From an optimization exercise on the open Yosys and OpenROAD flow, aimed at small area, a short achievable clock period and few clock cycles per item; shortcuts taken in it are not production practice.
Function was checked by simulation only, so behaviour that the tests miss may differ from the original.

==> flow/design.v <==
module fft8_engine (
  input  logic        clk,
  input  logic        rst,
  input  logic        cmd_valid,
  input  logic [1:0]  cmd_op,
  input  logic [3:0]  cmd_sel,
  input  logic [31:0] cmd_data,
  output logic        cmd_ready,
  output logic        busy,
  output logic        done,
  output logic [31:0] result,
  output logic        result_valid
);
  localparam logic [1:0] OP_LOAD   = 2'd0;
  localparam logic [1:0] OP_EXPORT = 2'd2;
  localparam logic [1:0] TW_0 = 2'd0;    
  localparam logic [1:0] TW_2 = 2'd1;    
  localparam logic [1:0] TW_1 = 2'd2;    
  localparam logic [1:0] TW_3 = 2'd3;    
  localparam int SB = 0;     
  localparam int SX = 1;     
  localparam int ST = 2;     
  logic [15:0] xr [8];
  logic [15:0] xi [8];
  logic        r_ready;
  logic        r_busy;
  logic        r_done;
  logic        r_rv;
  logic [15:0] r_result;
  logic [3:0]  r_nst;
  logic        r_lbv;
  logic [2:0]  r_lbi;
  logic [31:0] r_lbd;
  logic [7:0]  q_v;
  logic        q_ex [8];
  logic [3:0]  q_f  [8];
  logic        r_act;
  logic [1:0]  r_st;
  logic [2:0]  r_k;
  logic        r_inv;
  logic        r_last;      
  logic [7:0]  r_finr;      
  logic [7:0]  r_fini;      
  logic [7:0]  c_sa, c_sb, c_wr, c_wi;
  logic [2:0]  c_pr, c_pi;
  logic        c_sr, c_si, c_nr, c_ni;
  logic        c_ldx;       
  logic [16:0] r_u;
  logic [16:0] r_t;
  logic        r_z;
  function automatic logic par3(input logic [2:0] k);
    par3 = ^k;
  endfunction
  function automatic logic [2:0] lastk(input logic [1:0] s);
    lastk = (s == 2'd3) ? 3'd5 : 3'd3;
  endfunction
  function automatic logic [9:0] bfly(input logic [1:0] s, input logic [2:0] k);
    logic [2:0] t, b;
    logic [1:0] w;
    logic       er, ei;
    t = 3'd0; b = 3'd0; w = TW_0; er = 1'b1; ei = 1'b1;
    case (s)
      2'd1: begin t = {k[1:0], 1'b0}; b = {k[1:0], 1'b1}; end
      2'd2: case (k[1:0])
              2'd0: begin t = 3'd5; b = 3'd7; w = TW_2; end
              2'd1: begin t = 3'd0; b = 3'd2; end
              2'd2: begin t = 3'd1; b = 3'd3; w = TW_2; end
              default: begin t = 3'd4; b = 3'd6; end
            endcase
      default: case (k)
              3'd0: begin t = 3'd0; b = 3'd4; end
              3'd1: begin t = 3'd2; b = 3'd6; w = TW_2; end
              3'd2: begin t = 3'd1; b = 3'd5; w = TW_1; ei = 1'b0; end
              3'd3: begin t = 3'd1; b = 3'd5; w = TW_1; er = 1'b0; end
              3'd4: begin t = 3'd3; b = 3'd7; w = TW_3; ei = 1'b0; end
              default: begin t = 3'd3; b = 3'd7; w = TW_3; er = 1'b0; end
            endcase
    endcase
    bfly = {ei, er, w, b, t};
  endfunction
  function automatic logic [2:0] wstep(input logic [1:0] s, input logic im, input logic [2:0] j);
    case (s)
      2'd1: wstep = {1'b0, j[2:1]};
      2'd2: case (j)
              3'd5, 3'd7: wstep = 3'd0;
              3'd0, 3'd2: wstep = 3'd1;
              3'd1, 3'd3: wstep = 3'd2;
              default:    wstep = 3'd3;
            endcase
      default: case (j[1:0])
              2'd0:    wstep = 3'd0;
              2'd2:    wstep = 3'd1;
              2'd1:    wstep = {2'b01, im};
              default: wstep = {2'b10, im};
            endcase
    endcase
  endfunction
  logic       h_v, h_ex;
  logic [3:0] h_f;
  assign h_v  = q_v[0];
  assign h_ex = q_ex[0];
  assign h_f  = q_f[0];
  logic last, free;
  assign last = r_act & r_last;
  assign free = !r_act | r_last;
  logic xq, nq, sq, pop;
  assign xq  = h_v & h_ex & (h_f[3] ? r_fini[h_f[2:0]] : r_finr[h_f[2:0]]);
  assign nq  = h_v & !h_ex & (h_f[1:0] == 2'd0) & !r_act;
  assign sq  = h_v & !h_ex & (h_f[1:0] != 2'd0) & free;
  assign pop = xq | nq | sq;
  logic       act_s, cont;
  assign cont  = r_act & !r_last;
  assign act_s = sq | cont;
  logic [8:0] qv9;       
  logic [8:0] qvm;       
  assign qv9 = {1'b0, q_v};
  assign qvm = {q_v, 1'b1};
  logic [7:0] blk, blk_p, blk_s;
  always_comb begin
    blk_s = {8{act_s}};
    blk_p = {8{act_s}};
    if (q_v[0] && !q_ex[0]) blk_s = 8'hff;
    if (q_v[1] && !q_ex[1]) blk_p = 8'hff;
    for (int i = 1; i < 8; i++) begin
      if (q_v[i]) begin
        if (!q_ex[i]) blk_s = 8'hff;
        else blk_s[q_f[i][2:0]] = 1'b1;
      end
      if (i < 7 && qv9[i + 1]) begin
        if (!q_ex[i + 1]) blk_p = 8'hff;
        else blk_p[q_f[i + 1][2:0]] = 1'b1;
      end
    end
    blk = pop ? blk_p : blk_s;
  end
  logic       acc, acc_ld, acc_st, byp, push;
  logic [1:0] in_code;
  logic [2:0] in_idx;
  assign acc     = cmd_valid & r_ready;
  assign acc_ld  = acc & (cmd_op == OP_LOAD);
  assign acc_st  = acc & cmd_op[0];
  assign in_code = (cmd_sel[3:2] == 2'b00) ? cmd_sel[1:0] : 2'b00;
  assign in_idx  = {cmd_sel[0], cmd_sel[1], cmd_sel[2]};
  assign byp     = acc_st & !q_v[0] & free & (in_code != 2'd0);
  assign push    = acc & (cmd_op != OP_LOAD) & !byp;
  logic lbw, lbv_n, ldx_n;
  assign lbw   = r_lbv & !c_ldx;
  assign lbv_n = acc_ld | lbw;
  assign ldx_n = acc_ld ? !blk[in_idx] : (lbw & !blk[r_lbi]);
  logic space_n;
  logic acc_q;
  assign acc_q   = acc & (cmd_op != OP_LOAD);
  assign space_n = pop ? !(acc_q & q_v[7]) : !(q_v[7] | (acc_q & q_v[6]));
  logic       act_n, inv_n, last_n;
  logic [1:0] st_n;
  logic [2:0] k_n;
  assign act_n  = act_s | byp;
  assign st_n   = byp ? in_code : sq ? h_f[1:0] : r_st;
  assign k_n    = (byp | sq) ? 3'd0 : r_k + 3'd1;
  assign inv_n  = byp ? cmd_op[1] : sq ? h_f[3] : r_inv;
  assign last_n = cont & (r_k + 3'd1 == lastk(r_st));
  function automatic logic [45:0] bctl(input logic [1:0] s, input logic [2:0] k,
                                       input logic inv);
    logic [9:0] bf;
    logic [2:0] t, b;
    logic [7:0] sa, sb, wr, wi;
    logic [2:0] pr, pi;
    logic       sr, si, nr, ni;
    bf = bfly(s, k);
    t  = bf[2:0];
    b  = bf[5:3];
    sa = 8'd0; sb = 8'd0; wr = 8'd0; wi = 8'd0; pr = 3'd0; pi = 3'd0;
    sr = 1'b0; si = 1'b0; nr = 1'b0; ni = 1'b0;
    sa[t] = 1'b1;
    sb[b] = 1'b1;
    if (bf[8]) begin wr[t] = 1'b1; wr[b] = 1'b1; end
    if (bf[9]) begin wi[t] = 1'b1; wi[b] = 1'b1; end
    case (bf[7:6])
      TW_0: begin pr[SB] = 1'b1; pi[SB] = 1'b1; end
      TW_2: begin pr[SX] = 1'b1; pi[SX] = 1'b1; sr = inv; si = !inv; end
      TW_1: begin
        pr[ST] = 1'b1; pi[ST] = 1'b1; nr = inv;
      end
      default: begin
        pr[ST] = 1'b1; pi[ST] = 1'b1; nr = inv; ni = 1'b1;
      end
    endcase
    sr = sr ^ nr ^ par3(t);
    si = si ^ ni ^ par3(t);
    bctl = {sr, si, nr, ni, pi, pr, wi, wr, sb, sa};
  endfunction
  logic [45:0] ctl_n;
  assign ctl_n = byp  ? bctl(in_code, 3'd0, cmd_op[1]) :
                 sq   ? bctl(h_f[1:0], 3'd0, h_f[3]) :
                 cont ? bctl(r_st, r_k + 3'd1, r_inv) : 46'd0;
  logic [7:0] finr_c, fini_c, finr_n, fini_n;
  always_comb begin
    for (int j = 0; j < 8; j++) begin
      finr_c[j] = wstep(r_st, 1'b0, 3'(j)) <= r_k;
      fini_c[j] = wstep(r_st, 1'b1, 3'(j)) <= r_k;
    end
    finr_n = (byp | sq) ? 8'd0 : cont ? finr_c : 8'hff;
    fini_n = (byp | sq) ? 8'd0 : cont ? fini_c : 8'hff;
  end
  logic [15:0] ar, ai, br, bi;
  always_comb begin
    ar = 16'd0; ai = 16'd0; br = 16'd0; bi = 16'd0;
    for (int j = 0; j < 8; j++) begin
      ar = ar | (xr[j] & {16{c_sa[j]}});
      ai = ai | (xi[j] & {16{c_sa[j]}});
      br = br | (xr[j] & {16{c_sb[j]}});
      bi = bi | (xi[j] & {16{c_sb[j]}});
    end
  end
  logic [16:0] pr, pi;
  assign pr = ({br[15], br} & {17{c_pr[SB]}}) | ({bi[15], bi} & {17{c_pr[SX]}}) |
              (r_t & {17{c_pr[ST]}}) | ({r_lbd[31:16], 1'b0} & {17{c_ldx}});
  assign pi = ({bi[15], bi} & {17{c_pi[SB]}}) | ({br[15], br} & {17{c_pi[SX]}}) |
              (r_t & {17{c_pi[ST]}}) | ({r_lbd[15:0], 1'b0} & {17{c_ldx}});
  logic csr, csi;
  assign csr = c_nr & r_z;
  assign csi = c_ni & r_z;
  logic [17:0] s_r, d_r, s_i, d_i;
  assign s_r = {ar[15], ar, 1'b1} + {pr, csr};
  assign d_r = {ar[15], ar, 1'b1} + {~pr, !csr};
  assign s_i = {ai[15], ai, 1'b1} + {pi, csi};
  assign d_i = {ai[15], ai, 1'b1} + {~pi, !csi};
  logic        xsr, xsi;
  logic [15:0] er, ei, or_, oi;
  assign xsr = c_ldx ? par3(r_lbi) : c_sr;
  assign xsi = c_ldx ? par3(r_lbi) : c_si;
  assign er  = xsr ? d_r[17:2] : s_r[17:2];
  assign or_ = xsr ? s_r[17:2] : d_r[17:2];
  assign ei  = xsi ? d_i[17:2] : s_i[17:2];
  assign oi  = xsi ? s_i[17:2] : d_i[17:2];
  logic [7:0] wer, wei;
  always_comb begin
    for (int j = 0; j < 8; j++) begin
      wer[j] = c_wr[j] | (c_ldx && r_lbi == 3'(j));
      wei[j] = c_wi[j] | (c_ldx && r_lbi == 3'(j));
    end
  end
  always_ff @(posedge clk) begin
    for (int j = 0; j < 8; j++) begin
      if (wer[j]) xr[j] <= par3(3'(j)) ? or_ : er;
      if (wei[j]) xi[j] <= par3(3'(j)) ? oi  : ei;
    end
  end
  logic        m7, msub;
  logic [15:0] mr, mi;
  assign m7   = r_k[1];
  assign msub = r_inv ^ r_k[0] ^ r_k[1];
  assign mr   = m7 ? xr[7] : xr[5];
  assign mi   = m7 ? xi[7] : xi[5];
  localparam logic [30:0] MOFF = 31'(-((64'd1 << 29) + (64'd1 << 27) + (64'd1 << 26) +
                                       (64'd1 << 24) + (64'd1 << 22) + (64'd1 << 16)));
  function automatic logic [61:0] csa(input logic [30:0] x, input logic [30:0] y,
                                      input logic [30:0] z);
    csa = {((x & y) | (x & z) | (y & z)) << 1, x ^ y ^ z};
  endfunction
  logic [16:0] up;
  logic [30:0] m0, m1, m2, m3, m4, m5, mp;
  logic [61:0] l1a, l1b, l2a, l2b, l3;
  assign up  = {~r_u[16], r_u[15:0]};
  assign m0  = {14'd0, up} << 13;
  assign m1  = {14'd0, up} << 11;
  assign m2  = {14'd0, up} << 10;
  assign m3  = {14'd0, up} << 8;
  assign m4  = {14'd0, up} << 6;
  assign m5  = {14'd0, up};
  assign l1a = csa(m0, m1, m2);
  assign l1b = csa(m3, m4, m5);
  assign l2a = csa(l1a[30:0], l1a[61:31], l1b[30:0]);
  assign l2b = csa(l2a[30:0], l2a[61:31], l1b[61:31]);
  assign l3  = csa(l2b[30:0], l2b[61:31], MOFF);
  assign mp  = l3[30:0] + l3[61:31];
  always_ff @(posedge clk) begin
    r_u <= {mi[15], mi} + ({mr[15], mr} ^ {17{msub}}) + {16'd0, msub};
    r_t <= mp[30:14];
    r_z <= |mp[13:0];
  end
  always_ff @(posedge clk) begin
    for (int i = 0; i < 8; i++) begin
      if (pop ? (q_v[i] && !qv9[i + 1]) : (!q_v[i] && qvm[i])) begin
        q_ex[i] <= (cmd_op == OP_EXPORT);
        q_f[i]  <= (cmd_op == OP_EXPORT) ? cmd_sel : {cmd_op[1], 1'b0, in_code};
      end else if (pop && i < 7) begin
        q_ex[i] <= q_ex[i + 1];
        q_f[i]  <= q_f[i + 1];
      end
    end
    if (!lbw) begin
      r_lbi <= in_idx;
      r_lbd <= cmd_data;
    end
    r_st     <= st_n;
    r_k      <= k_n;
    r_inv    <= inv_n;
    r_last   <= last_n;
    r_result <= h_f[3] ? xi[h_f[2:0]] : xr[h_f[2:0]];
  end
  always_ff @(posedge clk or posedge rst) begin
    if (rst) begin
      r_ready <= 1'b1;
      r_busy  <= 1'b0;
      r_done  <= 1'b0;
      r_rv    <= 1'b0;
      r_nst   <= 4'd0;
      r_lbv   <= 1'b0;
      q_v     <= 8'd0;
      r_act   <= 1'b0;
      r_finr  <= 8'hff;
      r_fini  <= 8'hff;
      c_ldx   <= 1'b0;
      c_sa    <= 8'd0;
      c_sb    <= 8'd0;
      c_wr    <= 8'hff;
      c_wi    <= 8'hff;
      c_pr    <= 3'd0;
      c_pi    <= 3'd0;
      c_sr    <= 1'b0;
      c_si    <= 1'b0;
      c_nr    <= 1'b0;
      c_ni    <= 1'b0;
    end else begin
      r_lbv   <= lbv_n;
      for (int i = 0; i < 8; i++)
        q_v[i] <= pop ? (qv9[i + 1] | (push & q_v[i])) : (q_v[i] | (push & qvm[i]));
      r_act   <= act_n;
      r_finr  <= finr_n;
      r_fini  <= fini_n;
      c_ldx   <= ldx_n;
      r_rv    <= xq;
      r_done  <= last | nq;
      r_nst   <= r_nst + {3'd0, acc_st} - {3'd0, r_done};
      r_busy  <= acc_st | (r_nst > 4'd1) | (r_nst == 4'd1 && !r_done);
      r_ready <= space_n & !(acc_ld & blk[in_idx]) & !(lbw & blk[r_lbi]);
      {c_sr, c_si, c_nr, c_ni, c_pi, c_pr, c_wi, c_wr, c_sb, c_sa} <= ctl_n;
    end
  end
  assign cmd_ready    = r_ready;
  assign busy         = r_busy;
  assign done         = r_done;
  assign result       = {{16{r_result[15]}}, r_result};
  assign result_valid = r_rv;
endmodule
==> flow/flow/run.sh <==
#!/bin/bash
# The standard ORFS layout, with its setup repair aimed below the clock period
# (repair_timing's -setup_margin), so that it also works on paths that already meet it.
set -euo pipefail
bash standard.sh SETUP_SLACK_MARGIN=8 finish > standard_flow.log 2>&1
==> flow/standard.sh <==
#!/bin/bash
# synth_recipe.tcl (not shown) runs the flow's synth.tcl, then flattens the netlist and writes it again
# the make line also repeats each setting of config.mk as NAME=value (left out here)
make -C /OpenROAD-flow-scripts/flow DESIGN_CONFIG=/design/flow/config.mk WORK_HOME=/design/flow/orfs CLKGATE_MAP_FILE= SYNTH_SCRIPT=/design/flow/synth_recipe.tcl "${@:-finish}"
==> flow/config.mk <==
export PLATFORM = sky130hd
export DESIGN_NAME = fft8_engine
export DESIGN_NICKNAME = fft8_engine
export VERILOG_FILES = /design/flow/design.v
export SDC_FILE = /design/flow/constraint.sdc
export NUM_CORES = 4
export LEC_CHECK = 0
export CAP_MARGIN = 20
export CORE_MARGIN = 2
export CORE_UTILIZATION = 40
export SLEW_MARGIN = 20
export TNS_END_PERCENT = 20
==> flow/constraint.sdc <==
create_clock -name core_clock -period 12.0 [get_ports {clk}]
set_input_delay 2.4000 -clock core_clock [delete_from_list [all_inputs] [get_ports {clk}]]
set_output_delay 2.4000 -clock core_clock [all_outputs]
set_load 0.01 [all_outputs]
==> summary.txt, run 1 <==
Clock Latency Late Sink=0.63 ns; number of buffers inserted for hold repair after clock tree synthesis=0; worst r2r dst=r_t[16]; Final Hold Violating Endpoints=0; RSZ-0062 raised after global routing=true; top-level port count=between 70 and 80; die height=roughly 280 um; total clock sinks=approximately 460; total core area=74200 sq um; clock buffer count from CTS=54; Max-Slew Margin vs Limit=approximately a fifth; Worst Hold Path Cells=1; maximum net fanout on the critical path=3; starting density of the core=40.2%; class of the most critical hold timing path=flip-flop to flip-flop; clk buf depth=3; setup slack of the most critical reg-to-reg path=between 7 and 8 ns; Net count, final=around 3300; Sum Neg Setup Slack=0 ns; Layout Area Growth over Synthesis=18.8%; global-route wire length before repair=between 150 and 200 mm; post-route insts no fill=between 3000 and 4000; count of TritonRoute iterations in the first routing pass=10; final setup violating endpoints=0; HPWL after detailed placement=between 60 and 70 mm; number of cells after detailed placement=about 3800; floorplan die width=roughly 280 um; mean instance size in the synthesized netlist=about 10 sq um; total wirelength of the detailed-routed design=109 mm; WL/cell=between 20 and 30 um; Setup CP Type=flip-flop to flip-flop; Inserted Diodes=0; fill cell instance count of the final layout=6631; layout cell share with drive strength beyond 1=17.3%; share of synthesized area occupied by flip-flops and latches=43.3%; via total after detailed routing=~26000; fin crit share=36.5%; Net Count, Synth=around 3200; Critical Path Sink Type=flip-flop; number of unique standard cell types used by synthesis=93; MaxCap Viol Count=0; worst-case clock skew=~0.026 ns; via count of the first global-routing pass=25542; number of cells traversed by the worst register-to-register path=17; antenna violation net count after detailed routing=0; pin slew with the least headroom to its limit=about 1.2 ns; final critical-path required period=around 4.4 ns; Yosys reg bits=approximately 460; CTS H-tree lvls=2; RePlAce Congestion=0.927; main flop type after synthesis=sky130_fd_sc_hd__edfxtp_1; gr ovfl total=0; start point of the critical path=r_u[7]; Slew Viols, Final=0; largest net degree at the start of global routing=roughly 70; via count normalized by instance count=approximately 6.5; arrival time of the worst setup path=4.88 ns; Async S/R FF share, synth=between 10% and 20%; endpoint required time on the critical path=approximately 13 ns; hold worst-path end=r_nst[0]; initial antenna violation count=2; DIE AREA=slightly below 80000 sq um; netlist area before placement=approximately 30000 sq um; Yosys warnings=5; Root Buffer Master=sky130_fd_sc_hd__clkbuf_16; Port Buf Inserts=76; Rows=100; Highest Clock Rate=about 230 MHz; Initial DRC Count=between 4000 and 5000; clock-pin slew of the registers on the worst-case setup and hold paths=roughly 0.060 ns; final design utilization=47.8%; status=no timing/DRC/antenna violations; TritonCTS clock tree=yes; Tot GR Track Use=between 20 and 30%; FF-to-FF Start=r_u[7]; cells after synthesis=about 2900; startpoint types=flip-flop; source of the worst hold timing path=r_nst[0]; remaining design rule violation count=0; number of enable flip-flop cells after synthesis=around 330
==> worst max-delay path, cell delays in order (launching register included) <==
cell	delay, ns
sky130_fd_sc_hd__dfxtp_4	0.37
sky130_fd_sc_hd__fa_1	0.53
sky130_fd_sc_hd__inv_1	0.05
sky130_fd_sc_hd__fa_1	0.55
sky130_fd_sc_hd__inv_2	0.04
sky130_fd_sc_hd__fa_1	0.52
sky130_fd_sc_hd__ha_4	0.22
sky130_fd_sc_hd__ha_4	0.26
sky130_fd_sc_hd__o21a_1	0.14
sky130_fd_sc_hd__o21a_4	0.13
sky130_fd_sc_hd__o22a_1	0.17
sky130_fd_sc_hd__o21ai_4	0.10
sky130_fd_sc_hd__o211ai_1	0.27
sky130_fd_sc_hd__nand3_1	0.17
sky130_fd_sc_hd__and3_4	0.19
sky130_fd_sc_hd__o41ai_2	0.30
sky130_fd_sc_hd__a21oi_1	0.11
sky130_fd_sc_hd__xor2_1	0.15
==> final cells by class <==
cell class / instances / area, sq um / area share (%)
tap: 969 / 1210 / 3.42
sequential: 459 / 13000 / 36.6
inverter: 234 / 887 / 2.50
clock inverter: 21 / 195 / 0.551
clock buffer: 80 / 1650 / 4.67
timing repair buffer: 222 / 2210 / 6.24
multi-input combinational: 1992 / 16300 / 46.0
==> flip-flops by register name, indices dropped and copies added, names as in the netlist, 2 cells and up <==
register and cells:
r_finr 4, r_k 3, r_lbi 3, q_ex 8
r_result 16, q_f 32, xi 128, c_sb 8
r_u 17, c_wi 8, r_fini 8, c_wr 8
r_lbd 32, xr 128, c_sa 8, r_nst 4
r_st 2, r_t 17, c_pr 3, q_v 8
==> per-stage QoR <==
stage	setup slack (ns)	hold slack, ns	instance area (sq um)
finish	7.62	0.542	35500
global route	7.49	0.567	35500
CTS	7.60	0.538	34900
detailed placement	6.70	0.525	31700
global placement	6.82	0.508	31700
floorplan	7.87	0.484	30000
==> logic make-up after synthesis <==
| family | share of synthesized area [%] |
|---|---|
| xor gates and xnor gates | 3.76 |
| AOI/OAI and AO/OA | 22.1 |
| and+or+nand+nor | 9.65 |
| buffers and inverters | 5.41 |
| adders and majority gates | 12.7 |
| DFF | 43.3 |
| muxes | 3.04 |
==> Yosys cell counts (all sizes together), types with 15 or more instances <==
| cell | n | area, sq um |
|---|---|---|
| nand4 | 76 | 475 |
| clkbuf | 136 | 510 |
| a211oi | 17 | 133 |
| ha | 219 | 2740 |
| and3 | 19 | 119 |
| xor2 | 31 | 290 |
| o21ai | 163 | 823 |
| a22oi | 312 | 2340 |
| a22o | 44 | 385 |
| a31oi | 22 | 159 |
| mux2 | 41 | 465 |
| mux2i | 41 | 418 |
| xnor2 | 95 | 832 |
| dfstp | 29 | 762 |
| nor2b | 27 | 169 |
| dfrtp | 41 | 1030 |
| inv | 234 | 878 |
| nor3 | 34 | 170 |
| buf | 38 | 225 |
| fa | 53 | 1060 |
| nand2b | 26 | 163 |
| nor2 | 135 | 509 |
| nand2 | 185 | 694 |
| dfxtp | 55 | 1100 |
| o2111ai | 15 | 138 |
| a21oi | 123 | 619 |
| o21bai | 18 | 139 |
| nand3 | 36 | 180 |
| a222oi | 44 | 440 |
| a221o | 34 | 340 |
| a221oi | 22 | 193 |
| edfxtp | 334 | 10000 |
==> timing repair <==
item	CTS	global route
resized for setup	159	67
setup endpoints to repair	254	243
pin swaps	67	51
gates cloned	8	0
buffers inserted	62	23
==> routing by layer <==
layer | global-route usage (%) | share of wire (%) | vias to the layer above
li1 | - | - | 11055
met1 | 34.3 | 37 | 12499
met2 | 42.7 | 44 | 1820
met3 | 6.42 | 11 | 456
met4 | 17.9 | 7.4 | 2
met5 | 0 | 0.012 | -
==> worst max-delay path by stage <==
stage | endpoint | slack, ns | cells after the start
floorplan | r_t[15] | 7.87 | 17
global placement | q_v[6] | 6.82 | 8
detailed placement | q_v[4] | 6.70 | 8
CTS | r_t[16] | 7.60 | 17
global route | r_t[16] | 7.49 | 16
finish | r_t[16] | 7.62 | 17
==> cells in the final DEF (no fill, tap or decap), drive strengths merged, types with 53 or more instances in the layout <==
cell           count
dfxtp             55
clkdlybuf4s50     75
buf              144
a21oi            123
nand2            185
edfxtp           334
nor2             135
inv              236
xnor2             95
o21ai            163
a22oi            312
clkbuf            80
fa                53
ha               219
nand4             76
Testbench counts, summed over its fixed seeds: cycles 8,704, items 320.
==> run 2, diff against run 1 <==
--- a/flow/config.mk
+++ b/flow/config.mk
@@ -8,5 +8,6 @@
 export CAP_MARGIN = 20
 export CORE_MARGIN = 2
-export CORE_UTILIZATION = 40
+export CORE_UTILIZATION = 60
+export PLACE_DENSITY = 0.75
 export SLEW_MARGIN = 20
 export TNS_END_PERCENT = 20
==> run 2 against run 1 <==
Effect of this change: core utilization grew 23 points; still clean on timing, DRC and antenna; non-clock buffer count decreased by 1; via count increased by 2.1%; final area decreased by 1.8%; global-route usage is 12 points higher.
==> summary.txt, run 2 <==
arrival time of the worst setup path=4.93 ns (was 4.88 ns); pin slew with the least headroom to its limit=1.23 ns (was 1.21 ns); complex-gate fraction of the synthesized area=22.1% (unchanged); most repeated library cell on the critical path=sky130_fd_sc_hd__fa_1 (unchanged); commonest cells in the netlist=334 x sky130_fd_sc_hd__edfxtp_1, 312 x sky130_fd_sc_hd__a22oi_1, 234 x sky130_fd_sc_hd__inv_1 (unchanged); top-level port count=77 (unchanged); clock buffer count from CTS=50 (was 54); total clock sinks=459 (unchanged); Setup CP Type=flip-flop to flip-flop (unchanged); leading cell type by number of instances after synthesis=sky130_fd_sc_hd__edfxtp_1 (unchanged); count of TritonRoute iterations in the first routing pass=14 (was 10); MaxCap Viol Count=0 (unchanged); worst-case clock skew=0.0172 ns (was 0.0256 ns); main flop type after synthesis=sky130_fd_sc_hd__edfxtp_1 (unchanged); via total after detailed routing=26384 (was 25832); Clock Latency Late Sink=0.63 ns (about the same); via count of the first global-routing pass=26249 (was 25542); remaining design rule violation count=0 (unchanged); clock-pin slew of the registers on the worst-case setup and hold paths=0.06 ns (about the same); DIE AREA=51500 sq um (was 76800 sq um); layout cell share with drive strength beyond 1=16.2% (was 17.3%); largest incremental delay on the critical path=0.53 ns (was 0.55 ns); RePlAce Congestion=0.982 (was 0.927); post-synthesis adder-cell area fraction=12.7% (unchanged); Max-Slew Margin vs Limit=18.0% (was 19.2%); Highest Clock Rate=226 MHz (was 228 MHz); cells after synthesis=2859 (unchanged); CTS H-tree lvls=2 (unchanged); Worst Hold Path Cells=1 (unchanged); Sum Neg Setup Slack=0 ns (unchanged); worst path cell trace=inv_2 -> fa_1 -> inv_1 -> fa_1 -> inv_1 -> fa_1 -> inv_2 -> ha_4 -> ha_4 -> o21a_1 -> o21a_1 -> o22a_1 -> o21ai_4 -> o211ai_1 -> nand3_1 -> and3_4 -> o41ai_2 -> a21oi_1 -> xor2_1 (was fa_1 -> inv_1 -> fa_1 -> inv_2 -> fa_1 -> ha_4 -> ha_4 -> o21a_1 -> o21a_4 -> o22a_1 -> o21ai_4 -> o211ai_1 -> nand3_1 -> and3_4 -> o41ai_2 -> a21oi_1 -> xor2_1); class of the most critical hold timing path=flip-flop to flip-flop (unchanged); endpoint required time on the critical path=12.50 ns (about the same); Yosys reg bits=459 (unchanged); Synth area leader=sky130_fd_sc_hd__edfxtp_1 (unchanged); Async S/R FF share, synth=15.3% (unchanged); number of cells traversed by the worst register-to-register path=19 (was 17); Initial DRC Count=5073 (was 4250); post-synthesis xor/xnor area fraction=3.76% (unchanged); TritonCTS clock tree=yes (unchanged); RSZ-0062 raised after global routing=true (unchanged); most common cell after layout, fill and taps aside=sky130_fd_sc_hd__edfxtp_1 (unchanged); via count normalized by instance count=7.20 (was 6.50); Root Buffer Master=sky130_fd_sc_hd__clkbuf_16 (unchanged); fin crit share=36.9% (was 36.5%); startpoint types=flip-flop (unchanged); total core area=49100 sq um (was 74200 sq um); maximum net fanout on the critical path=3 (unchanged); mean instance size in the synthesized netlist=10.4 sq um (unchanged); floorplan die width=227 um (was 277 um); netlist area before placement=29800 sq um (unchanged); initial antenna violation count=0 (was 2); Slew Viols, Final=0 (unchanged); clk buf depth=3 (unchanged); worst r2r dst=r_t[16] (unchanged); FF-to-FF Start=r_u[1] (was r_u[7]); Final Hold Violating Endpoints=0 (unchanged); Critical Path Sink Type=flip-flop (unchanged); Layout Area Growth over Synthesis=16.7% (was 18.8%); Yosys warnings=5 (unchanged); hold worst-path end=r_done (was r_nst[0]); hold slack=0.532 ns (was 0.542 ns); WL/cell=28.3 um (was 27.5 um); biggest regs=xi (128), xr (128) (unchanged); HPWL after detailed placement=63.5 mm (was 67.6 mm); source of the worst hold timing path=r_last (was r_nst[0]); final critical-path required period=4.43 ns (was 4.38 ns); Net count, final=3271 (was 3276); die height=227 um (was 277 um); dominant combinational cell family by area after synthesis=compound AO/OA/AOI/OAI gates (unchanged); Rows=81 (was 100); cell class contributing the biggest share of worst-path delay=adder cells (unchanged); final setup violating endpoints=0 (unchanged); starting density of the core=60.8% (was 40.2%); portion of netlist area occupied by mux cells=3.04% (unchanged); most frequent cells in the layout=334 x sky130_fd_sc_hd__edfxtp_1, 304 x sky130_fd_sc_hd__a22oi_1, 225 x sky130_fd_sc_hd__inv_1 (was 334 x sky130_fd_sc_hd__edfxtp_1, 303 x sky130_fd_sc_hd__a22oi_1, 220 x sky130_fd_sc_hd__inv_1); total wirelength of the detailed-routed design=104 mm (was 109 mm); number of unique standard cell types used by synthesis=93 (unchanged); library cell contributing the largest single delay on the critical path=sky130_fd_sc_hd__fa_1 (unchanged); Port Buf Inserts=76 (unchanged); buffering stage count on the worst path with inverters included=4 (was 2); gr ovfl total=0 (unchanged); status=no timing/DRC/antenna violations (unchanged); largest net degree at the start of global routing=71 (unchanged); post-synthesis share of cell area spent on and, or, nand and nor gates=9.65% (unchanged); number of buffers inserted for hold repair after clock tree synthesis=0 (unchanged); antenna violation net count after detailed routing=0 (unchanged); share of the synthesized area in the top cell type=33.6% (unchanged); synth top area cells=sky130_fd_sc_hd__edfxtp_1 34%, sky130_fd_sc_hd__ha_1 9.2%, sky130_fd_sc_hd__a22oi_1 7.8%, sky130_fd_sc_hd__dfxtp_1 3.7%, sky130_fd_sc_hd__fa_1 3.6% (unchanged); number of enable flip-flop cells after synthesis=334 (unchanged); setup slack of the most critical reg-to-reg path=7.57 ns (was 7.62 ns); Tot GR Track Use=39.9% (was 27.5%); Net Count, Synth=3172 (unchanged); fill cell instance count of the final layout=3454 (was 6631); global-route wire length before repair=154 mm (was 160 mm); share of synthesized area occupied by flip-flops and latches=43.3% (unchanged)
[run 2: cell counts after synthesis]
No cell type changed its count.
[run 2: kinds of logic after synthesis]
logic type,after synthesis
AO/OA/AOI/OAI,916
AND/OR/NAND/NOR,595
flip-flops,459
buffers and inverters,408
adder cells (fa/ha/maj),272
XOR/XNOR,126
multiplexers,83
[run 2: worst max path at each step]
stage,to,from,slack [ns],cells past startpoint
after floorplan,r_t[15],r_u[5],7.87,17
after global placement,q_v[6],cmd_sel[2],6.87,8
after detailed placement,q_v[6],cmd_sel[2],6.75,8
after CTS,r_t[16],r_u[1],7.60,19
after global routing,r_t[15],r_u[1],7.44,19
final,r_t[16],r_u[1],7.57,19
[run 2: layer usage]
layer	part of all wire (%)	wire length (um)	vias up	track usage, %
met1	34	34800	12488	47.9
li1	-	-	11032	-
met4	9.7	10100	0	31.5
met2	43	44600	2172	60.1
met5	0	0	-	0
met3	14	14200	692	12.0
[run 2: timing repair]
action | 4_1_cts | 5_1_grt
endpoints found under the hold margin | 0 | 0
setup endpoints to repair | 269 | 261
gates resized for setup | 118 | 87
buffers inserted | 65 | 20
cloned | 2 | 2
pin swaps | 62 | 46
[run 2: metrics by stage]
stage / worst slack (ns) / cell area, sq um / std cells / utilization (%)
floorplan: 7.87 / 30000 / 2859 / -
global placement: 6.87 / 31300 / 3481 / 63.8
detailed placement: 6.75 / 31300 / 3481 / 63.8
CTS: 7.60 / 34300 / 3642 / 69.8
global route: 7.44 / 34800 / 3664 / 71.0
finish: 7.57 / 34800 / 3665 / 71.0
[run 2: area by class of cell]
cell class	count	area [sq um]	area share (%)
Tap cell	664	831	2.39
Clock buffer	64	1450	4.16
Clock inverter	30	358	1.03
Sequential cell	459	13000	37.3
Antenna cell	1	2.50	0.00719
Multi-Input combinational cell	1992	16200	46.6
Timing Repair Buffer	221	2090	5.99
Inverter	234	885	2.54
==> run 3, diff against run 2 <==
--- a/flow/config.mk
+++ b/flow/config.mk
@@ -8,6 +8,5 @@
 export CAP_MARGIN = 20
 export CORE_MARGIN = 2
-export CORE_UTILIZATION = 60
-export PLACE_DENSITY = 0.75
+export CORE_UTILIZATION = 40
 export SLEW_MARGIN = 20
-export TNS_END_PERCENT = 20
+export TNS_END_PERCENT = 0
==> run 3 against run 2 <==
Effect of this change: still clean on timing, DRC and antenna; worst setup slack got worse by 0.10 ns; critical path depth decreased by 1; register-to-register slack got worse by 0.10 ns; clock skew increased by 0.041 ns; first-iteration DRC count decreased by 25%; sequential share of layout area increased by 0.91 points.
==> summary.txt, run 3 <==
Net count, final=3212 (was 3271); FF-to-FF Start=c_sb[5] (was r_u[1]); Inserted Diodes=0 (was 1); pin slew with the least headroom to its limit=1.10 ns (was 1.23 ns); die height=277 um (was 227 um); floorplan die width=277 um (was 227 um); leading cell type by number of instances after synthesis=sky130_fd_sc_hd__edfxtp_1 (unchanged); final setup violating endpoints=0 (unchanged); Critical Path Sink Type=flip-flop (unchanged); share of synthesized area occupied by flip-flops and latches=43.3% (unchanged); post-route insts no fill=3912 (was 3665); main flop type after synthesis=sky130_fd_sc_hd__edfxtp_1 (unchanged); worst path cell trace=buf_4 -> buf_8 -> a22oi_1 -> nand4_1 -> buf_4 -> a221o_1 -> ha_1 -> inv_1 -> a21oi_1 -> nor2_1 -> a211oi_2 -> o211ai_1 -> a31oi_2 -> o21bai_1 -> o31a_1 -> a21oi_1 -> xor2_1 -> buf_4 (was inv_2 -> fa_1 -> inv_1 -> fa_1 -> inv_1 -> fa_1 -> inv_2 -> ha_4 -> ha_4 -> o21a_1 -> o21a_1 -> o22a_1 -> o21ai_4 -> o211ai_1 -> nand3_1 -> and3_4 -> o41ai_2 -> a21oi_1 -> xor2_1); most common cell after layout, fill and taps aside=sky130_fd_sc_hd__edfxtp_1 (unchanged); startpoint types=flip-flop (unchanged); number of buffers inserted for hold repair after clock tree synthesis=0 (unchanged); largest incremental delay on the critical path=0.39 ns (was 0.53 ns); most frequent cells in the layout=334 x sky130_fd_sc_hd__edfxtp_1, 312 x sky130_fd_sc_hd__a22oi_1, 229 x sky130_fd_sc_hd__inv_1 (was 334 x sky130_fd_sc_hd__edfxtp_1, 304 x sky130_fd_sc_hd__a22oi_1, 225 x sky130_fd_sc_hd__inv_1); arrival time of the worst setup path=4.92 ns (was 4.93 ns); biggest regs=xi (128), xr (128) (unchanged); cell class contributing the biggest share of worst-path delay=compound AO/OA/AOI/OAI gates (was adder cells); cells after synthesis=2859 (unchanged); Yosys reg bits=459 (unchanged); buffering stage count on the worst path with inverters included=5 (was 4); endpoint required time on the critical path=12.39 ns (was 12.50 ns); class of the most critical hold timing path=flip-flop to flip-flop (unchanged); starting density of the core=40.2% (was 60.8%); RSZ-0062 raised after global routing=true (unchanged); initial antenna violation count=1 (was 0); mean instance size in the synthesized netlist=10.4 sq um (unchanged); Synth area leader=sky130_fd_sc_hd__edfxtp_1 (unchanged); Sum Neg Setup Slack=0 ns (unchanged); gr ovfl total=0 (unchanged); Final Hold Violating Endpoints=0 (unchanged); layout cell share with drive strength beyond 1=12.2% (was 16.2%); most repeated library cell on the critical path=sky130_fd_sc_hd__buf_4 (was sky130_fd_sc_hd__fa_1); Root Buffer Master=sky130_fd_sc_hd__clkbuf_16 (unchanged); via count of the first global-routing pass=25016 (was 26249); Async S/R FF share, synth=15.3% (unchanged); global-route wire length before repair=155 mm (was 154 mm); top-level port count=77 (unchanged); fill cell instance count of the final layout=6681 (was 3454); setup slack of the most critical reg-to-reg path=7.47 ns (was 7.57 ns); Slew Viols, Final=0 (unchanged); library cell contributing the largest single delay on the critical path=sky130_fd_sc_hd__ha_1 (was sky130_fd_sc_hd__fa_1); fin crit share=37.7% (was 36.9%); CTS H-tree lvls=2 (unchanged); MaxCap Viol Count=0 (unchanged); DIE AREA=76800 sq um (was 51500 sq um); number of cells after detailed placement=3784 (was 3481); RePlAce Congestion=0.917 (was 0.982); worst-case clock skew=0.0582 ns (was 0.0172 ns); share of the synthesized area in the top cell type=33.6% (unchanged); source of the worst hold timing path=r_nst[0] (was r_last); Tot GR Track Use=26.7% (was 39.9%); HPWL after detailed placement=67.2 mm (was 63.5 mm); Setup CP Type=flip-flop to flip-flop (unchanged); Highest Clock Rate=221 MHz (was 226 MHz); total wirelength of the detailed-routed design=106 mm (was 104 mm); synth top area cells=sky130_fd_sc_hd__edfxtp_1 34%, sky130_fd_sc_hd__ha_1 9.2%, sky130_fd_sc_hd__a22oi_1 7.8%, sky130_fd_sc_hd__dfxtp_1 3.7%, sky130_fd_sc_hd__fa_1 3.6% (unchanged); status=no timing/DRC/antenna violations (unchanged); number of cells traversed by the worst register-to-register path=18 (was 19); number of enable flip-flop cells after synthesis=334 (unchanged); Max-Slew Margin vs Limit=26.9% (was 18.0%); Clock Latency Late Sink=0.64 ns (was 0.63 ns); commonest cells in the netlist=334 x sky130_fd_sc_hd__edfxtp_1, 312 x sky130_fd_sc_hd__a22oi_1, 234 x sky130_fd_sc_hd__inv_1 (unchanged); via count normalized by instance count=6.44 (was 7.20); final critical-path required period=4.53 ns (was 4.43 ns); count of TritonRoute iterations in the first routing pass=11 (was 14); via total after detailed routing=25208 (was 26384); Worst Hold Path Cells=1 (unchanged); Yosys warnings=5 (unchanged); number of unique standard cell types used by synthesis=93 (unchanged); TritonCTS clock tree=yes (unchanged); maximum net fanout on the critical path=23 (was 3); WL/cell=27.0 um (was 28.3 um); antenna violation net count after detailed routing=0 (unchanged); Port Buf Inserts=76 (unchanged); remaining design rule violation count=0 (unchanged); hold worst-path end=r_nst[0] (was r_done); total cell area at the placement stage=31700 sq um (was 31300 sq um); clk buf depth=3 (unchanged); clock buffer count from CTS=54 (was 50); Initial DRC Count=3806 (was 5073); largest net degree at the start of global routing=71 (unchanged); netlist area before placement=29800 sq um (unchanged); clock-pin slew of the registers on the worst-case setup and hold paths=0.06 ns (about the same); total clock sinks=459 (unchanged); worst r2r dst=xi[2][14] (was r_t[16]); Net Count, Synth=3172 (unchanged); Layout Area Growth over Synthesis=13.9% (was 16.7%); final cell area excluding filler cells=34000 sq um (was 34800 sq um); total core area=74200 sq um (was 49100 sq um); Rows=100 (was 81)
## run 3: cell counts after synthesis
Identical to the previous run, type by type.
## run 3: worst max-delay path by stage
stage,from,to,slack (ns),depth (start not counted)
floorplan,r_u[5],r_t[15],7.87,17
global route,c_sb[5],xr[0][15],7.34,17
global placement,cmd_sel[2],q_v[5],6.76,8
detailed placement,cmd_sel[2],q_v[6],6.67,8
CTS,r_u[7],r_t[15],7.55,17
finish,c_sb[5],xi[2][14],7.47,18
## run 3: kinds of logic after synthesis
logic type	share of synthesized area, %
AOI/OAI and AO/OA	22.1
and+or+nand+nor	9.65
DFF	43.3
buffers and inverters	5.41
adders and majority gates	12.7
xor gates and xnor gates	3.76
muxes	3.04
## run 3: worst register-to-register path, delay by kind of cell (launching register included)
| kind | cells | cell delay, ns |
|---|---|---|
| buf+inv | 5 | 0.94 |
| flops | 1 | 0.37 |
| fa+ha+maj | 1 | 0.39 |
| compound gates | 9 | 2.18 |
| xor+xnor | 1 | 0.08 |
| simple gates | 2 | 0.32 |
## run 3: what timing repair did
item                       4_1_cts  5_1_grt
pin swaps                       25       14
setup buffers                   27        1
setup endpoints to repair      268      279
resized for setup               48       14
## run 3: cell type report
class                   count  area (sq um)  share of cell area [%]
clock inverters            39           385                    1.13
flip-flops and latches    459         13000                    38.2
inverters                 234           881                    2.59
multi-input cells        1992         15700                    46.2
well taps                 969          1210                    3.57
repair buffers            158          1390                    4.08
clock buffers              61          1430                    4.21
## run 3: metrics by stage
step                worst slack, ns  utilization (%)  hold WS (ns)
floorplan                      7.87                -         0.484
global placement               6.76             42.7         0.510
detailed placement             6.67             42.7         0.531
CTS                            7.55             45.7         0.545
global route                   7.34             45.8         0.558
finish                         7.47             45.8         0.548
## run 3: routing by layer
metal / up-vias / global-route usage (%) / routed length, um
met5: - / 0.250 / 0
met4: 0 / 14.6 / 6570
met3: 427 / 6.45 / 12100
met2: 1735 / 42.2 / 47700
met1: 12145 / 33.5 / 39400
li1: 10901 / - / -
==> run 4, diff against run 3 <==
--- a/flow/config.mk
+++ b/flow/config.mk
@@ -10,3 +10,3 @@
 export CORE_UTILIZATION = 40
 export SLEW_MARGIN = 20
-export TNS_END_PERCENT = 0
+export TNS_END_PERCENT = 5
==> run 4 against run 3 <==
Effect of this change: synthesized cell count is the same; hold slack lost 0.018 ns; via count grew 0.38%; core utilization grew 0.72 points; sequential cell count is the same; critical path depth shrank 2.
==> summary.txt, run 4 <==
biggest regs=xi (128), xr (128) (unchanged); via total after detailed routing=25304 (was 25208); worst path cell trace=fa_1 -> fa_1 -> inv_1 -> fa_1 -> inv_1 -> ha_1 -> ha_1 -> o21ai_0 -> a21oi_2 -> o21ai_4 -> o211ai_1 -> nand3_1 -> and3_4 -> o41ai_2 -> a21oi_1 -> xor2_1 (was buf_4 -> buf_8 -> a22oi_1 -> nand4_1 -> buf_4 -> a221o_1 -> ha_1 -> inv_1 -> a21oi_1 -> nor2_1 -> a211oi_2 -> o211ai_1 -> a31oi_2 -> o21bai_1 -> o31a_1 -> a21oi_1 -> xor2_1 -> buf_4); Yosys warnings=5 (unchanged); die height=277 um (unchanged); RePlAce Congestion=0.915 (was 0.917); total core area=74200 sq um (unchanged); maximum net fanout on the critical path=6 (was 23); Sum Neg Setup Slack=0 ns (unchanged); Highest Clock Rate=225 MHz (was 221 MHz); pin slew with the least headroom to its limit=1.38 ns (was 1.10 ns); cells after synthesis=2859 (unchanged); status=no timing/DRC/antenna violations (unchanged); number of cells after detailed placement=3783 (was 3784); Port Buf Inserts=76 (unchanged); antenna violation net count after detailed routing=0 (unchanged); via count normalized by instance count=6.42 (was 6.44); number of unique standard cell types used by synthesis=93 (unchanged); sum of routed wire segments on met1=40.2 mm (was 39.4 mm); Net Count, Synth=3172 (unchanged); most frequent cells in the layout=334 x sky130_fd_sc_hd__edfxtp_1, 309 x sky130_fd_sc_hd__a22oi_1, 228 x sky130_fd_sc_hd__inv_1 (was 334 x sky130_fd_sc_hd__edfxtp_1, 312 x sky130_fd_sc_hd__a22oi_1, 229 x sky130_fd_sc_hd__inv_1); library cell contributing the largest single delay on the critical path=sky130_fd_sc_hd__fa_1 (was sky130_fd_sc_hd__ha_1); main flop type after synthesis=sky130_fd_sc_hd__edfxtp_1 (unchanged); HPWL after detailed placement=67.4 mm (was 67.2 mm); total wirelength of the detailed-routed design=107 mm (was 106 mm); CTS H-tree lvls=2 (unchanged); number of enable flip-flop cells after synthesis=334 (unchanged); TritonCTS clock tree=yes (unchanged); Setup CP Type=flip-flop to flip-flop (unchanged); Net count, final=3244 (was 3212); routed length on met2=47.8 mm (was 47.7 mm); commonest cells in the netlist=334 x sky130_fd_sc_hd__edfxtp_1, 312 x sky130_fd_sc_hd__a22oi_1, 234 x sky130_fd_sc_hd__inv_1 (unchanged); Initial DRC Count=3938 (was 3806); Root Buffer Master=sky130_fd_sc_hd__clkbuf_16 (unchanged); startpoint types=flip-flop (unchanged); total clock sinks=459 (unchanged); count of TritonRoute iterations in the first routing pass=11 (unchanged); Slew Viols, Final=0 (unchanged); top-level port count=77 (unchanged); MaxCap Viol Count=0 (unchanged); share of the synthesized area in the top cell type=33.6% (unchanged); highest metal layer used by the detailed router=met4 (unchanged); gr ovfl total=0 (unchanged); final design utilization=46.5% (was 45.8%); most common cell after layout, fill and taps aside=sky130_fd_sc_hd__edfxtp_1 (unchanged); Tot GR Track Use=27.1% (was 26.7%); arrival time of the worst setup path=4.94 ns (was 4.92 ns); clock buffer count from CTS=52 (was 54); synth top area cells=sky130_fd_sc_hd__edfxtp_1 34%, sky130_fd_sc_hd__ha_1 9.2%, sky130_fd_sc_hd__a22oi_1 7.8%, sky130_fd_sc_hd__dfxtp_1 3.7%, sky130_fd_sc_hd__fa_1 3.6% (unchanged); cell class contributing the biggest share of worst-path delay=adder cells (was compound AO/OA/AOI/OAI gates); RSZ-0062 raised after global routing=true (unchanged); initial antenna violation count=1 (unchanged); mean instance size in the synthesized netlist=10.4 sq um (unchanged); leading cell type by number of instances after synthesis=sky130_fd_sc_hd__edfxtp_1 (unchanged); class of the most critical hold timing path=flip-flop to flip-flop (unchanged); final setup violating endpoints=0 (unchanged); remaining design rule violation count=0 (unchanged); final critical-path required period=4.45 ns (was 4.53 ns); netlist area before placement=29800 sq um (unchanged); Rows=100 (unchanged); clk buf depth=3 (unchanged); Critical Path Sink Type=flip-flop (unchanged); Final Hold Violating Endpoints=0 (unchanged); largest net degree at the start of global routing=71 (unchanged); starting density of the core=40.2% (unchanged); total met3 wirelength after detailed routing=11.8 mm (was 12.1 mm); endpoint required time on the critical path=12.49 ns (was 12.39 ns); fin crit share=37.0% (was 37.7%); DIE AREA=76800 sq um (unchanged); fill cell instance count of the final layout=6803 (was 6681); hold slack=0.531 ns (was 0.548 ns); largest incremental delay on the critical path=0.55 ns (was 0.39 ns); Async S/R FF share, synth=15.3% (unchanged); clock-pin slew of the registers on the worst-case setup and hold paths=0.06 ns (about the same); Max-Slew Margin vs Limit=8.08% (was 26.9%); buffering stage count on the worst path with inverters included=2 (was 5); Layout Area Growth over Synthesis=15.7% (was 13.9%); global-route wire length before repair=158 mm (was 155 mm); share of synthesized area occupied by flip-flops and latches=43.3% (unchanged); post-route insts no fill=3944 (was 3912); worst-case clock skew=0.0221 ns (was 0.0582 ns); WL/cell=27.1 um (was 27.0 um); via count of the first global-routing pass=25234 (was 25016); Clock Latency Late Sink=0.62 ns (was 0.64 ns); most repeated library cell on the critical path=sky130_fd_sc_hd__fa_1 (was sky130_fd_sc_hd__buf_4); Synth area leader=sky130_fd_sc_hd__edfxtp_1 (unchanged); Yosys reg bits=459 (unchanged); floorplan die width=277 um (unchanged); layout cell share with drive strength beyond 1=13.9% (was 12.2%)
==> run 4: cell types whose count changed in the layout (fill, tap and decap cells not counted), sizes merged, moves of 2 or more <==
cell and delta:
clkbuf +6, clkinvlp -2, bufinv -3, clkinv -2, inv -2, buf +32
bufbuf +2
==> run 4: metal layers <==
metal / global-route usage [%] / vias to the layer above
met3: 6.16 / 438
met5: 0 / -
li1: - / 10966
met4: 15.2 / 0
met1: 34.3 / 12210
met2: 42.9 / 1690
==> run 4: logic make-up after synthesis <==
kind of cell	count (synthesis)	share of synthesized area [%]
flops	459	43.3
xor+xnor	126	3.76
simple gates	595	9.65
compound gates	916	22.1
fa+ha+maj	272	12.7
mux	83	3.04
buf+inv	408	5.41
==> run 4: final timing paths <==
path,slack (ns),cells after the start,start,endpoint
setup / recovery,7.55,16,r_u[13],r_t[16]
setup reg to reg,7.55,16,r_u[13],r_t[16]
hold reg to reg,0.53,1,r_nst[0],r_nst[0]
max in group asynchronous,8.96,3,rst,c_ldx
min in group asynchronous,2.36,3,rst,r_rv
hold / removal,0.53,1,r_nst[0],r_nst[0]
==> run 4: what timing repair did <==
action                     4_1_cts  5_1_grt
gates cloned                     3        0
hold endpoints to repair         0        0
gates resized for setup        100       34
pin swaps                       50       12
buffers inserted                50       10
setup endpoints to repair      271      260
hold buffers                     0        0
==> run 4: area by class of cell <==
cell class,instances,area (sq um),area share (%)
multi-input cells,1992,16000,46.2
clock inverters,30,231,0.671
inverters,234,883,2.56
clock buffers,67,1430,4.14
flip-flops and latches,459,13000,37.6
repair buffers,192,1820,5.29
well taps,969,1210,3.51
diodes,1,2.50,0.00725
==> run 4: metrics by stage <==
stage,worst slack [ns],cell area [sq um]
after CTS,7.57,34300
after global placement,6.79,31700
after floorplan,7.87,29900
after detailed placement,6.75,31700
final,7.55,34500
after global routing,7.44,34500
==> run 5, diff against run 4 <==
==> flow/flow/run.sh (replaced) <==
#!/bin/bash
# The standard ORFS layout, with its setup repair aimed below the clock period
# (repair_timing's -setup_margin), so that it also works on paths that already meet it.
set -euo pipefail
bash standard.sh SETUP_SLACK_MARGIN=9 finish > standard_flow.log 2>&1
==> run 5 against run 4 <==
Effect of this change: clock-buffer cell count unchanged; largest cell class unchanged; sequential cell count unchanged; first-iteration DRC count down 2.7%; fmax down 0.21%; critical path depth up 1; register-to-register slack about the same; worst setup slack worse by 0.0095 ns; clock skew up 0.022 ns; highest routed layer is now met5; sequential share of layout area down 1.1 points.
==> summary.txt, run 5 <==
status=no timing/DRC/antenna violations (unchanged); Synth area leader=sky130_fd_sc_hd__edfxtp_1 (unchanged); largest incremental delay on the critical path=0.55 ns (about the same); total clock sinks=459 (unchanged); CTS H-tree lvls=2 (unchanged); HPWL after detailed placement=67.0 mm (was 67.4 mm); Clock Latency Late Sink=0.64 ns (was 0.62 ns); count of TritonRoute iterations in the first routing pass=13 (was 11); Tot GR Track Use=27.0% (was 27.1%); starting density of the core=40.2% (unchanged); Initial DRC Count=3832 (was 3938); DIE AREA=76800 sq um (unchanged); via count of the first global-routing pass=25279 (was 25234); worst path cell trace=fa_1 -> inv_2 -> fa_1 -> inv_1 -> fa_1 -> ha_4 -> ha_4 -> o21a_1 -> o21a_1 -> o22a_1 -> o21ai_4 -> o211ai_1 -> nand3_1 -> and3_4 -> o41ai_4 -> a21oi_1 -> xor2_1 (was fa_1 -> fa_1 -> inv_1 -> fa_1 -> inv_1 -> ha_1 -> ha_1 -> o21ai_0 -> a21oi_2 -> o21ai_4 -> o211ai_1 -> nand3_1 -> and3_4 -> o41ai_2 -> a21oi_1 -> xor2_1); fin crit share=37.1% (was 37.0%); final setup violating endpoints=0 (unchanged); fill cell instance count of the final layout=6664 (was 6803); via count normalized by instance count=6.46 (was 6.42); Async S/R FF share, synth=15.3% (unchanged); Slew Viols, Final=0 (unchanged); mean instance size in the synthesized netlist=10.4 sq um (unchanged); cells after synthesis=2859 (unchanged); worst-case clock skew=0.0437 ns (was 0.0221 ns); number of enable flip-flop cells after synthesis=334 (unchanged); Final Hold Violating Endpoints=0 (unchanged); share of synthesized area occupied by flip-flops and latches=43.3% (unchanged); die height=277 um (unchanged); Yosys warnings=5 (unchanged); TritonCTS clock tree=yes (unchanged); Highest Clock Rate=224 MHz (was 225 MHz); floorplan die width=277 um (unchanged); total core area=74200 sq um (unchanged); total cell area at the placement stage=31700 sq um (about the same); commonest cells in the netlist=334 x sky130_fd_sc_hd__edfxtp_1, 312 x sky130_fd_sc_hd__a22oi_1, 234 x sky130_fd_sc_hd__inv_1 (unchanged); MaxCap Viol Count=0 (unchanged); layout cell share with drive strength beyond 1=17.5% (was 13.9%); clock-pin slew of the registers on the worst-case setup and hold paths=0.06 ns (about the same); pin slew with the least headroom to its limit=1.17 ns (was 1.38 ns); clk buf depth=3 (unchanged); Critical Path Sink Type=flip-flop (unchanged); RePlAce Congestion=0.951 (was 0.915); initial antenna violation count=2 (was 1); Setup CP Type=flip-flop to flip-flop (unchanged); library cell contributing the largest single delay on the critical path=sky130_fd_sc_hd__fa_1 (unchanged); Rows=100 (unchanged); netlist area before placement=29800 sq um (unchanged); antenna violation net count after detailed routing=0 (unchanged); Sum Neg Setup Slack=0 ns (unchanged); top-level port count=77 (unchanged); endpoint required time on the critical path=12.50 ns (was 12.49 ns); Yosys reg bits=459 (unchanged); most common cell after layout, fill and taps aside=sky130_fd_sc_hd__edfxtp_1 (unchanged); final cell area excluding filler cells=35600 sq um (was 34500 sq um); leading cell type by number of instances after synthesis=sky130_fd_sc_hd__edfxtp_1 (unchanged); Root Buffer Master=sky130_fd_sc_hd__clkbuf_16 (unchanged); Max-Slew Margin vs Limit=21.8% (was 8.08%); total wirelength of the detailed-routed design=108 mm (was 107 mm); class of the most critical hold timing path=flip-flop to flip-flop (unchanged); main flop type after synthesis=sky130_fd_sc_hd__edfxtp_1 (unchanged); WL/cell=27.1 um (about the same); synth top area cells=sky130_fd_sc_hd__edfxtp_1 34%, sky130_fd_sc_hd__ha_1 9.2%, sky130_fd_sc_hd__a22oi_1 7.8%, sky130_fd_sc_hd__dfxtp_1 3.7%, sky130_fd_sc_hd__fa_1 3.6% (unchanged); global-route wire length before repair=157 mm (was 158 mm); gr ovfl total=0 (unchanged); startpoint types=flip-flop (unchanged); largest net degree at the start of global routing=71 (unchanged); RSZ-0062 raised after global routing=true (unchanged); number of unique standard cell types used by synthesis=93 (unchanged); most frequent cells in the layout=334 x sky130_fd_sc_hd__edfxtp_1, 302 x sky130_fd_sc_hd__a22oi_1, 220 x sky130_fd_sc_hd__inv_1 (was 334 x sky130_fd_sc_hd__edfxtp_1, 309 x sky130_fd_sc_hd__a22oi_1, 228 x sky130_fd_sc_hd__inv_1); via total after detailed routing=25811 (was 25304); Net Count, Synth=3172 (unchanged); final critical-path required period=4.46 ns (was 4.45 ns); biggest regs=xi (128), xr (128) (unchanged); number of buffers inserted for hold repair after clock tree synthesis=0 (unchanged); Port Buf Inserts=76 (unchanged); Layout Area Growth over Synthesis=19.3% (was 15.7%); clock buffer count from CTS=53 (was 52); maximum net fanout on the critical path=2 (was 6); remaining design rule violation count=0 (unchanged); arrival time of the worst setup path=4.95 ns (was 4.94 ns); most repeated library cell on the critical path=sky130_fd_sc_hd__fa_1 (unchanged); Net count, final=3291 (was 3244); share of the synthesized area in the top cell type=33.6% (unchanged)
==> run 5: cell counts after synthesis <==
No cell type changed its count.
==> run 5: worst max-delay path: cells and delay by family, from the launching register on <==
| family | cells | cell delay, ns |
|---|---|---|
| DFF | 1 | 0.36 |
| buffers and inverters | 2 | 0.09 |
| and+or+nand+nor | 2 | 0.39 |
| xor gates and xnor gates | 1 | 0.15 |
| AOI/OAI and AO/OA | 7 | 1.24 |
| adders and majority gates | 5 | 2.09 |
==> run 5: what timing repair did <==
action,4_1_cts,5_1_grt
setup endpoints to repair,479,546
gates cloned,5,2
pin swaps,55,80
setup buffers,59,44
gates resized for setup,116,124
endpoints found under the hold margin,0,0
==> run 5: final cells by class <==
cell class                 instances  area (sq um)  area share [%]
antenna                            1          2.50         0.00703
clock buffer                      67          1430            4.01
tap                              969          1210            3.40
sequential                       459         13000            36.5
inverter                         234           887            2.49
timing repair buffer             238          2370            6.65
clock inverter                    33           390            1.10
multi-input combinational       1992         16300            45.9
==> run 5: per-layer routing <==
layer	global-route usage, %	wire length [um]	vias to the layer above
met2	42.6	48000	1837
li1	-	-	11089
met4	15.9	7160	2
met5	0	7	-
met1	34.2	40500	12411
met3	5.96	12500	472
==> run 5: worst paths after layout <==
kind                       cells after the start  slack (ns)  startpoint       end
max reg2reg                                   17        7.54      r_u[9]   r_t[16]
min reg2reg                                    1        0.53    r_nst[0]  r_nst[0]
min in group asynchronous                      3        2.45         rst      r_rv
min                                            1        0.53    r_nst[0]  r_nst[0]
max                                           17        7.54      r_u[9]   r_t[16]
max in group asynchronous                      3        8.89         rst     c_ldx
==> run 5: per-stage QoR <==
step	util, %	setup slack, ns	hold WS [ns]	cells
floorplan	-	7.88	0.484	2859
detailed placement	42.7	6.85	0.518	3781
global placement	42.7	6.93	0.505	3781
finish	48.0	7.54	0.530	3993
CTS	46.7	7.53	0.533	3945
global route	48.0	7.38	0.558	3992
==> run 5: cell families (layout without fill, tap and decap cells) <==
group	count (synthesis)	count (layout)	synth area share [%]
AOI/OAI and AO/OA	916	916	22.1
xor gates and xnor gates	126	126	3.76
adders and majority gates	272	272	12.7
buffers and inverters	408	572	5.41
DFF	459	459	43.3
muxes	83	83	3.04
other	0	1	0
and+or+nand+nor	595	595	9.65
==> run 6, diff against run 5 <==
==> flow/flow/run.sh (replaced) <==
#!/bin/bash
# The standard ORFS layout, with its setup repair aimed below the clock period
# (repair_timing's -setup_margin), so that it also works on paths that already meet it.
set -euo pipefail
bash standard.sh SETUP_SLACK_MARGIN=7.5 finish > standard_flow.log 2>&1
==> run 6 against run 5 <==
Effect of this change: still clean; global-route usage shrank 0.87 points; final area fell by 5.2%; highest routed layer unchanged.
==> summary.txt, run 6 <==
fill cell instance count of the final layout=6825 (was 6664); Critical Path Sink Type=flip-flop (unchanged); global-route wire length before repair=153 mm (was 157 mm); via count of the first global-routing pass=24609 (was 25279); arrival time of the worst setup path=4.95 ns (about the same); via total after detailed routing=25055 (was 25811); Max-Slew Margin vs Limit=23.1% (was 21.8%); Net count, final=3204 (was 3291); maximum net fanout on the critical path=25 (was 2); MaxCap Viol Count=0 (unchanged); startpoint types=flip-flop (unchanged); final cell area excluding filler cells=33800 sq um (was 35600 sq um); Clock Latency Late Sink=0.64 ns (about the same); portion of netlist area occupied by mux cells=3.04% (unchanged); Rows=100 (unchanged); mean instance size in the synthesized netlist=10.4 sq um (unchanged); initial antenna violation count=2 (unchanged); Port Buf Inserts=76 (unchanged); die height=277 um (unchanged); share of the synthesized area in the top cell type=33.6% (unchanged); top-level port count=77 (unchanged); Async S/R FF share, synth=15.3% (unchanged); Yosys warnings=5 (unchanged); total core area=74200 sq um (unchanged); number of enable flip-flop cells after synthesis=334 (unchanged); post-synthesis xor/xnor area fraction=3.76% (unchanged); most common cell after layout, fill and taps aside=sky130_fd_sc_hd__edfxtp_1 (unchanged); status=no timing/DRC/antenna violations (unchanged); RePlAce Congestion=0.933 (was 0.951); DIE AREA=76800 sq um (unchanged); remaining design rule violation count=0 (unchanged); Highest Clock Rate=219 MHz (was 224 MHz); CTS H-tree lvls=2 (unchanged); number of unique standard cell types used by synthesis=93 (unchanged); starting density of the core=40.2% (unchanged); Setup CP Type=flip-flop to flip-flop (unchanged); Net Count, Synth=3172 (unchanged); endpoint required time on the critical path=12.39 ns (was 12.50 ns); complex-gate fraction of the synthesized area=22.1% (unchanged)
[run 6: cell count changes in the layout (fill, tap and decap cells not counted), sizes merged]
cell | previous run | this run
clkinv | 21 | 22
bufinv | 7 | 1
inv | 234 | 237
dlymetal6s2s | 5 | 0
clkdlybuf4s50 | 70 | 76
buf | 155 | 75
clkinvlp | 5 | 3
bufbuf | 5 | 0
[run 6: worst paths after layout]
path                          start         to  slack [ns]  cells past startpoint
min in group asynchronous       rst       r_rv        2.34                      3
min                        r_nst[0]   r_nst[0]        0.53                      1
max in group asynchronous       rst    c_sb[0]        8.99                      3
max                         c_sb[2]  xr[4][15]        7.44                     16
min reg2reg                r_nst[0]   r_nst[0]        0.53                      1
max reg2reg                 c_sb[2]  xr[4][15]        7.44                     16
[run 6: cell type report]
cell class                      count  area [sq um]  area share [%]
Inverter                          234           878            2.60
Timing Repair Buffer              151          1370            4.05
Antenna cell                        1          2.50         0.00741
Tap cell                          969          1210            3.59
Clock inverter                     29           203           0.600
Sequential cell                   459         13000            38.4
Multi-Input combinational cell   1992         15700            46.4
Clock buffer                       70          1470            4.37
[run 6: worst max-delay path, stage by stage, from the launching register on]
cell	delay, ns
sky130_fd_sc_hd__dfrtp_2	0.47
sky130_fd_sc_hd__buf_8	0.22
sky130_fd_sc_hd__a22oi_1	0.23
sky130_fd_sc_hd__nand4_1	0.26
sky130_fd_sc_hd__a221o_1	0.41
sky130_fd_sc_hd__ha_2	0.42
sky130_fd_sc_hd__a211oi_2	0.08
sky130_fd_sc_hd__nor3_2	0.21
sky130_fd_sc_hd__buf_4	0.17
sky130_fd_sc_hd__o41ai_4	0.10
sky130_fd_sc_hd__a211o_1	0.38
sky130_fd_sc_hd__a311oi_4	0.32
sky130_fd_sc_hd__nor2_2	0.11
sky130_fd_sc_hd__o22ai_2	0.29
sky130_fd_sc_hd__o21ba_2	0.18
sky130_fd_sc_hd__o21ai_0	0.09
sky130_fd_sc_hd__xnor2_1	0.36
[run 6: cell families (layout without fill, tap and decap cells)]
| family | Yosys count | in the layout |
|---|---|---|
| and+or+nand+nor | 595 | 595 |
| adders and majority gates | 272 | 272 |
| buffers and inverters | 408 | 484 |
| DFF | 459 | 459 |
| AOI/OAI and AO/OA | 916 | 916 |
| other | 0 | 1 |
| muxes | 83 | 83 |
| xor gates and xnor gates | 126 | 126 |
[run 6: stage by stage]
stage          cells  util (%)  setup slack [ns]
2_1_floorplan   2859         -              7.54
3_3_place_gp    3779      42.5              6.86
3_5_place_dp    3779      42.5              6.78
4_1_cts         3891      45.1              7.42
5_1_grt         3904      45.5              7.30
6_report        3905      45.5              7.44
[run 6: routing by layer]
layer | vias to the layer above | global-route usage [%] | wire length, um | share of wire (%)
li1 | 10906 | - | - | -
met1 | 12000 | 33.5 | 40000 | 38
met2 | 1712 | 41.1 | 46300 | 45
met3 | 435 | 5.38 | 10600 | 10
met4 | 2 | 15.4 | 7100 | 6.8
met5 | - | 0 | 10 | 0.0096
[run 6: timing repair]
action                                  CTS  global route
hold buffers                              0             0
resized for setup                        52            37
setup buffers                            13            13
pin swaps                                12            20
endpoints found under the setup margin   93           178

[re-timing with driven ports]
No port has a modelled driver above. Below, the same layouts with a new extraction and two added sets of constraints. Step 1 (the two cells are an assumption about what drives the block):
set clk [get_ports {clk}]
set_driving_cell -lib_cell sky130_fd_sc_hd__clkbuf_16 $clk
set_driving_cell -lib_cell sky130_fd_sc_hd__buf_2 [delete_from_list [all_inputs] $clk]
Step 2 adds t to the input delays and takes it off the output delays; t is the mean of the earliest and latest rising clock arrival at the registers after step 1. Input paths then give back, and output paths get back, about the clock's delay inside the block. a / b / c = ideal / step 1 / step 2; a / b = the first two.
run	t (ns)	setup slack, ns	worst hold slack (ns)	latest minus earliest clock arrival (ns)	worst register clock-pin slew, ns
run 1	0.679	7.616 / 7.616 / 7.113	0.542 / 0.542 / 0.542	0.026 / 0.026	0.06 / 0.06
run 2	0.678	7.574 / 7.574 / 7.198	0.532 / 0.532 / 0.532	0.018 / 0.018	0.07 / 0.07
run 3	0.677	7.471 / 7.471 / 6.927	0.548 / 0.548 / 0.548	0.058 / 0.058	0.07 / 0.07
run 4	0.672	7.554 / 7.554 / 7.130	0.531 / 0.531 / 0.531	0.022 / 0.022	0.07 / 0.07
run 5	0.685	7.545 / 7.545 / 7.084	0.530 / 0.530 / 0.530	0.044 / 0.044	0.06 / 0.06
run 6	0.677	7.441 / 7.441 / 6.853	0.527 / 0.527 / 0.527	0.041 / 0.041	0.06 / 0.06
After both steps setup and hold are still met in every run listed. The setup slack of run 6, which loses most, moves by 0.000 ns with the drivers and by -0.588 ns with both steps.
